From an optimization exercise on the open Yosys and OpenROAD flow, aimed at a short achievable clock period and few clock cycles; shortcuts taken in it are not production practice.
Where RTL was checked, it was by simulation tests only, not by an equivalence proof against the original.

==> 08-11: inputs <==
==> flow/design.v (excerpt) <==
module dns_name_label_encoder (
  input  logic        clk,
  input  logic        rst_n,
  input  logic        in_valid,
  output logic        in_ready,
  input  logic        in_mode,
  input  logic [7:0]  in_char_code,
  output logic        out_valid,
  input  logic        out_ready,
  output logic [7:0]  out_byte,
  output logic        out_last_of_run,
  output logic [15:0] out_encoded_length,
  output logic        out_label_overflow
);
make LEC_CHECK=0 ABC_CLOCK_PERIOD_IN_PS=2000 CAP_MARGIN=20 CORE_MARGIN=2 CORE_UTILIZATION=40 CTS_CLUSTER_DIAMETER=150 CTS_CLUSTER_SIZE=30 SETUP_SLACK_MARGIN=3.5 SLEW_MARGIN=20 finish   # period 5.5 ns
run.sh (not shown) runs the stock make flow with config.mk's settings and CLKGATE_MAP_FILE= SYNTH_SCRIPT=/design/flow/synth_recipe.tcl, a recipe that flattens the netlist after the stock synthesis.
==> 07-09: changes against 08-11 <==
==> flow/design.v (replaced) <==
package dnsle_pkg;
  localparam int MAX_LABEL   = 62;
  localparam int STORE_DEPTH = 64;    
  localparam int DESC_DEPTH  = 16;    
  localparam int CNT_W       = $clog2(MAX_LABEL + 1);
  localparam int BYTE_W      = 8;
  localparam int LEN_W       = 16;
  localparam int DESC_W      = CNT_W + 5;    
  localparam logic [BYTE_W-1:0] DOT_CHAR  = 8'd46;
  localparam logic [BYTE_W-1:0] TERM_BYTE = 8'd0;
  typedef struct packed {
    logic [CNT_W-1:0] len;
    logic             ovf;
    logic             emit;
    logic             term;
    logic             len0;
    logic             len1;
  } desc_t;
  typedef struct packed {
    logic [BYTE_W-1:0] byte_val;
    logic              last;
    logic [LEN_W-1:0]  enc_len;
    logic              ovf;
  } out_word_t;
endpackage
module dnsle_label_ram #(
  parameter int DEPTH = 64,
  parameter int WIDTH = 8
) (
  input  logic             clk,
  input  logic             rst_n,
  input  logic             push,
  input  logic [WIDTH-1:0] din,
  input  logic             pop,
  output logic [WIDTH-1:0] head,
  output logic             head_valid,
  output logic             room_nxt
);
  logic [WIDTH-1:0] mem [DEPTH];
  logic [DEPTH-1:0] occ, occ_sh, occ_nxt;
  always_comb begin
    occ_sh = pop ? {1'b0, occ[DEPTH-1:1]} : occ;
    for (int i = 0; i < DEPTH; i++) begin
      occ_nxt[i] = occ_sh[i] | (push & ((i == 0) ? 1'b1 : occ_sh[(i == 0) ? 0 : i-1]));
    end
  end
  always_ff @(posedge clk) begin
    if (!rst_n) occ <= '0;
    else        occ <= occ_nxt;
  end
  always_ff @(posedge clk) begin
    for (int i = 0; i < DEPTH; i++) begin
      if (pop) begin
        if (i < DEPTH-1 && occ[(i < DEPTH-1) ? i+1 : i]) mem[i] <= mem[(i < DEPTH-1) ? i+1 : i];
        else                                               mem[i] <= din;
      end else if (!occ[i]) begin
        mem[i] <= din;
      end
    end
  end
  assign head       = mem[0];
  assign head_valid = occ[0];
  assign room_nxt   = !occ_nxt[DEPTH-2];
endmodule
module dnsle_out_stage (
  input  logic                         clk,
  input  logic                         rst_n,
  input  dnsle_pkg::desc_t             dhead,
  input  logic                         dvalid,
  output logic                         dpop,
  input  logic [dnsle_pkg::BYTE_W-1:0] bhead,
  output logic                         bpop,
  output logic                         out_valid,
  input  logic                         out_ready,
  output logic [dnsle_pkg::BYTE_W-1:0] out_byte,
  output logic                         out_last_of_run,
  output logic [dnsle_pkg::LEN_W-1:0]  out_encoded_length,
  output logic                         out_label_overflow
);
  localparam int CNT_W = dnsle_pkg::CNT_W;
  localparam int LEN_W = dnsle_pkg::LEN_W;
  logic                 ph_data_r, ph_data_nxt;    
  logic                 ph_term_r, ph_term_nxt;    
  logic [CNT_W-1:0]     rem_r, rem_nxt;            
  logic                 rem1_r, rem1_nxt;          
  logic                 ovf_r, ovf_nxt;            
  logic                 term_r, term_nxt;          
  logic [LEN_W-1:0]     elen_r, elen_nxt;          
  logic                 go;
  logic                 w_valid;
  logic                 w_term;
  dnsle_pkg::out_word_t w;
  logic                 o_valid_r;
  dnsle_pkg::out_word_t o_r;
  assign go = !o_valid_r || out_ready;
  always_comb begin
    ph_data_nxt = ph_data_r;
    ph_term_nxt = ph_term_r;
    rem_nxt     = rem_r;
    rem1_nxt    = rem1_r;
    ovf_nxt     = ovf_r;
    term_nxt    = term_r;
    w_valid     = 1'b0;
    w_term      = 1'b0;
    w           = '0;
    dpop        = 1'b0;
    bpop        = 1'b0;
    if (ph_data_r) begin
      w_valid    = 1'b1;
      w.byte_val = bhead;
      w.last     = rem1_r && !term_r;
      w.ovf      = ovf_r;
      bpop       = go;
      rem_nxt    = rem_r - CNT_W'(1);
      rem1_nxt   = (rem_r == CNT_W'(2));
      if (rem1_r) begin
        ph_data_nxt = 1'b0;
        ph_term_nxt = term_r;
      end
    end else if (ph_term_r) begin
      w_valid     = 1'b1;
      w_term      = 1'b1;
      w.ovf       = ovf_r;
      ph_term_nxt = 1'b0;
    end else if (dvalid) begin
      w_valid  = 1'b1;
      dpop     = go;
      w.ovf    = dhead.ovf;
      ovf_nxt  = dhead.ovf;
      term_nxt = dhead.term;
      rem_nxt  = dhead.len;
      rem1_nxt = dhead.len1;
      if (dhead.emit) begin
        w.byte_val  = dnsle_pkg::BYTE_W'(dhead.len);
        w.last      = dhead.len0 && !dhead.term;
        ph_data_nxt = !dhead.len0;
        ph_term_nxt = dhead.len0 && dhead.term;
      end else begin
        w_term = 1'b1;
      end
    end
    if (w_term) begin
      w.byte_val = dnsle_pkg::TERM_BYTE;
      w.last     = 1'b1;
      w.enc_len  = elen_r;
    end
    elen_nxt = elen_r;
    if (w_valid) begin
      if (w_term)        elen_nxt = LEN_W'(1);
      else if (~&elen_r) elen_nxt = elen_r + LEN_W'(1);
    end
  end
  always_ff @(posedge clk) begin
    if (!rst_n) begin
      ph_data_r <= 1'b0;
      ph_term_r <= 1'b0;
      elen_r    <= LEN_W'(1);
    end else if (go) begin
      ph_data_r <= ph_data_nxt;
      ph_term_r <= ph_term_nxt;
      elen_r    <= elen_nxt;
    end
  end
  always_ff @(posedge clk) begin
    if (go) begin
      rem_r  <= rem_nxt;
      rem1_r <= rem1_nxt;
      ovf_r  <= ovf_nxt;
      term_r <= term_nxt;
    end
  end
  always_ff @(posedge clk) begin
    if (!rst_n) begin
      o_valid_r <= 1'b0;
    end else if (go) begin
      o_valid_r <= w_valid;
    end
  end
  always_ff @(posedge clk) begin
    if (go) begin
      o_r <= w;
    end
  end
  assign out_valid          = o_valid_r;
  assign out_byte           = o_r.byte_val;
  assign out_last_of_run    = o_r.last;
  assign out_encoded_length = o_r.enc_len;
  assign out_label_overflow = o_r.ovf;
endmodule
module dnsle_ctrl (
  input  logic                         clk,
  input  logic                         rst_n,
  input  logic                         in_valid,
  output logic                         in_ready,
  input  logic                         in_mode,
  input  logic [dnsle_pkg::BYTE_W-1:0] in_char_code,
  output logic                         bpush,
  output logic [dnsle_pkg::BYTE_W-1:0] bdata,
  input  logic                         broom_nxt,
  output logic                         dpush,
  output dnsle_pkg::desc_t             ddata,
  input  logic                         droom_nxt
);
  localparam int CNT_W = dnsle_pkg::CNT_W;
  logic                         iv_r;
  logic                         imode_r;
  logic [dnsle_pkg::BYTE_W-1:0] ichar_r;
  logic [CNT_W-1:0]             cnt_r, cnt_nxt;    
  logic                         pend_r, pend_nxt;  
  logic                         ovf_r, ovf_nxt;    
  logic                         is_dot;
  logic                         ready_r;
  assign in_ready = ready_r;
  always_ff @(posedge clk) begin
    if (!rst_n) begin
      iv_r    <= 1'b0;
      ready_r <= 1'b1;
    end else begin
      iv_r    <= in_valid && ready_r;
      ready_r <= broom_nxt && droom_nxt;
    end
    imode_r <= in_mode;
    ichar_r <= in_char_code;
  end
  assign is_dot = (ichar_r == dnsle_pkg::DOT_CHAR);
  assign bdata  = ichar_r;
  always_comb begin
    cnt_nxt    = cnt_r;
    pend_nxt   = pend_r;
    ovf_nxt    = ovf_r;
    bpush      = 1'b0;
    dpush      = 1'b0;
    ddata.len  = cnt_r;
    ddata.ovf  = ovf_r;
    ddata.emit = 1'b1;
    ddata.term = 1'b0;
    ddata.len0 = (cnt_r == '0);
    ddata.len1 = (cnt_r == CNT_W'(1));
    if (iv_r) begin
      if (imode_r) begin
        dpush      = 1'b1;
        ddata.emit = (cnt_r != '0);
        ddata.term = 1'b1;
        cnt_nxt    = '0;
        pend_nxt   = 1'b0;
        ovf_nxt    = 1'b0;
      end else if (pend_r) begin
        dpush   = 1'b1;
        cnt_nxt = '0;
        if (!is_dot) begin
          bpush    = 1'b1;
          cnt_nxt  = CNT_W'(1);
          pend_nxt = 1'b0;
        end
      end else if (is_dot) begin
        pend_nxt = 1'b1;
      end else if (cnt_r < CNT_W'(dnsle_pkg::MAX_LABEL)) begin
        bpush   = 1'b1;
        cnt_nxt = cnt_r + CNT_W'(1);
      end else begin
        ovf_nxt = 1'b1;
      end
    end
  end
  always_ff @(posedge clk) begin
    if (!rst_n) begin
      cnt_r  <= '0;
      pend_r <= 1'b0;
      ovf_r  <= 1'b0;
    end else begin
      cnt_r  <= cnt_nxt;
      pend_r <= pend_nxt;
      ovf_r  <= ovf_nxt;
    end
  end
endmodule
module dns_name_label_encoder (
  input  logic        clk,
  input  logic        rst_n,
  input  logic        in_valid,
  output logic        in_ready,
  input  logic        in_mode,
  input  logic [7:0]  in_char_code,
  output logic        out_valid,
  input  logic        out_ready,
  output logic [7:0]  out_byte,
  output logic        out_last_of_run,
  output logic [15:0] out_encoded_length,
  output logic        out_label_overflow
);
  logic                         bpush, bpop, broom_nxt, bvalid;
  logic [dnsle_pkg::BYTE_W-1:0] bdata, bhead;
  logic                         dpush, dpop, droom_nxt, dvalid;
  dnsle_pkg::desc_t             ddata, dhead;
  dnsle_ctrl u_ctrl (
    .clk          (clk),
    .rst_n        (rst_n),
    .in_valid     (in_valid),
    .in_ready     (in_ready),
    .in_mode      (in_mode),
    .in_char_code (in_char_code),
    .bpush        (bpush),
    .bdata        (bdata),
    .broom_nxt    (broom_nxt),
    .dpush        (dpush),
    .ddata        (ddata),
    .droom_nxt    (droom_nxt)
  );
  dnsle_label_ram #(
    .DEPTH (dnsle_pkg::STORE_DEPTH),
    .WIDTH (dnsle_pkg::BYTE_W)
  ) u_bytes (
    .clk        (clk),
    .rst_n      (rst_n),
    .push       (bpush),
    .din        (bdata),
    .pop        (bpop),
    .head       (bhead),
    .head_valid (bvalid),
    .room_nxt   (broom_nxt)
  );
  dnsle_label_ram #(
    .DEPTH (dnsle_pkg::DESC_DEPTH),
    .WIDTH (dnsle_pkg::DESC_W)
  ) u_descs (
    .clk        (clk),
    .rst_n      (rst_n),
    .push       (dpush),
    .din        (ddata),
    .pop        (dpop),
    .head       (dhead),
    .head_valid (dvalid),
    .room_nxt   (droom_nxt)
  );
  dnsle_out_stage u_out (
    .clk                (clk),
    .rst_n              (rst_n),
    .dhead              (dhead),
    .dvalid             (dvalid),
    .dpop               (dpop),
    .bhead              (bhead),
    .bpop               (bpop),
    .out_valid          (out_valid),
    .out_ready          (out_ready),
    .out_byte           (out_byte),
    .out_last_of_run    (out_last_of_run),
    .out_encoded_length (out_encoded_length),
    .out_label_overflow (out_label_overflow)
  );
endmodule
- CTS_CLUSTER_DIAMETER: 150 -> unset
- CTS_CLUSTER_SIZE: 30 -> unset
==> 09-16: changes against 08-11 <==
- ABC_CLOCK_PERIOD_IN_PS: 2000 -> unset
- CTS_CLUSTER_DIAMETER: 150 -> unset
- CTS_CLUSTER_SIZE: 30 -> unset
- SETUP_SLACK_MARGIN: 3.5 -> unset
==> summary.md <==
| Metric | Value |
|---|---|
| Routability cong. | `0.770` |
| Global-route wire length before repair | `142000 um` |
| Final Cycle Share | `0.439` |
| Clock Skew | `0.0321 ns` |
| Status | `no timing/DRC/antenna violations` |
| Layout cells sized above 1 | `0.253` |
| CTS Buf Count | `90` |
| Clock Latency Late Sink | `0.66 ns` |
# the run above: 07-09

==> summary.md <==
| Metric | Value |
|---|---|
| Final Cycle Share | `0.425` |
| Layout cells sized above 1 | `0.212` |
| Status | `no timing/DRC/antenna violations` |
| Clock Latency Late Sink | `0.61 ns` |
| CTS Buf Count | `34` |
| Global-route wire length before repair | `136000 um` |
# the run above: 08-11

==> summary.md <==
| Metric | Value |
|---|---|
| Status | `no timing/DRC/antenna violations` |
| R2R Setup Slk | `2.05 ns` |
| Final nets | `3566` |
| Clock Skew | `0.0182 ns` |
| Final Cycle Share | `0.628` |
| Layout cells sized above 1 | `0.0627` |
| Global-route wire length before repair | `122000 um` |
| Routability cong. | `0.761` |
# the run above: 09-16

Testbench counts of 08-11, summed over its fixed seeds: cycles 27,279.
Testbench counts of 09-16, summed over its fixed seeds: cycles 27,279.
No functional check of the RTL was part of 07-09.

==> static timing again, ports no longer ideal <==
In the flow no input, the clock included, has a driving cell. The finished layouts below were timed again as built, in two steps.
Step 1 assumes that a clkbuf_16 drives the clock port and a buf_2 every other input.
Step 2 moves the port delays by t, midway between the first and last clock arrival at a register: inputs arrive t later, outputs are due t later. That takes back most of the time a late clock gives input paths.
Slacks: ideal ports / drivers / drivers and shift; pairs: ideal ports / drivers.
run	shift t [ns]	setup slack, ns	worst setup path at the end	clock arrival spread, ns	worst data-port slew with drivers (ns)
08-11	0.648	3.161 / 3.093 / 2.923	input to register	0.058 / 0.058	0.11
07-09	0.705	3.083 / 3.017 / 2.683	input to register	0.037 / 0.037	0.04
09-16	0.682	2.048 / 2.048 / 2.048	register to register	0.030 / 0.030	0.06
After both steps every run listed still meets setup and hold. The setup slack of 07-09, which loses most, moves by -0.066 ns with the drivers and by -0.400 ns with both steps.
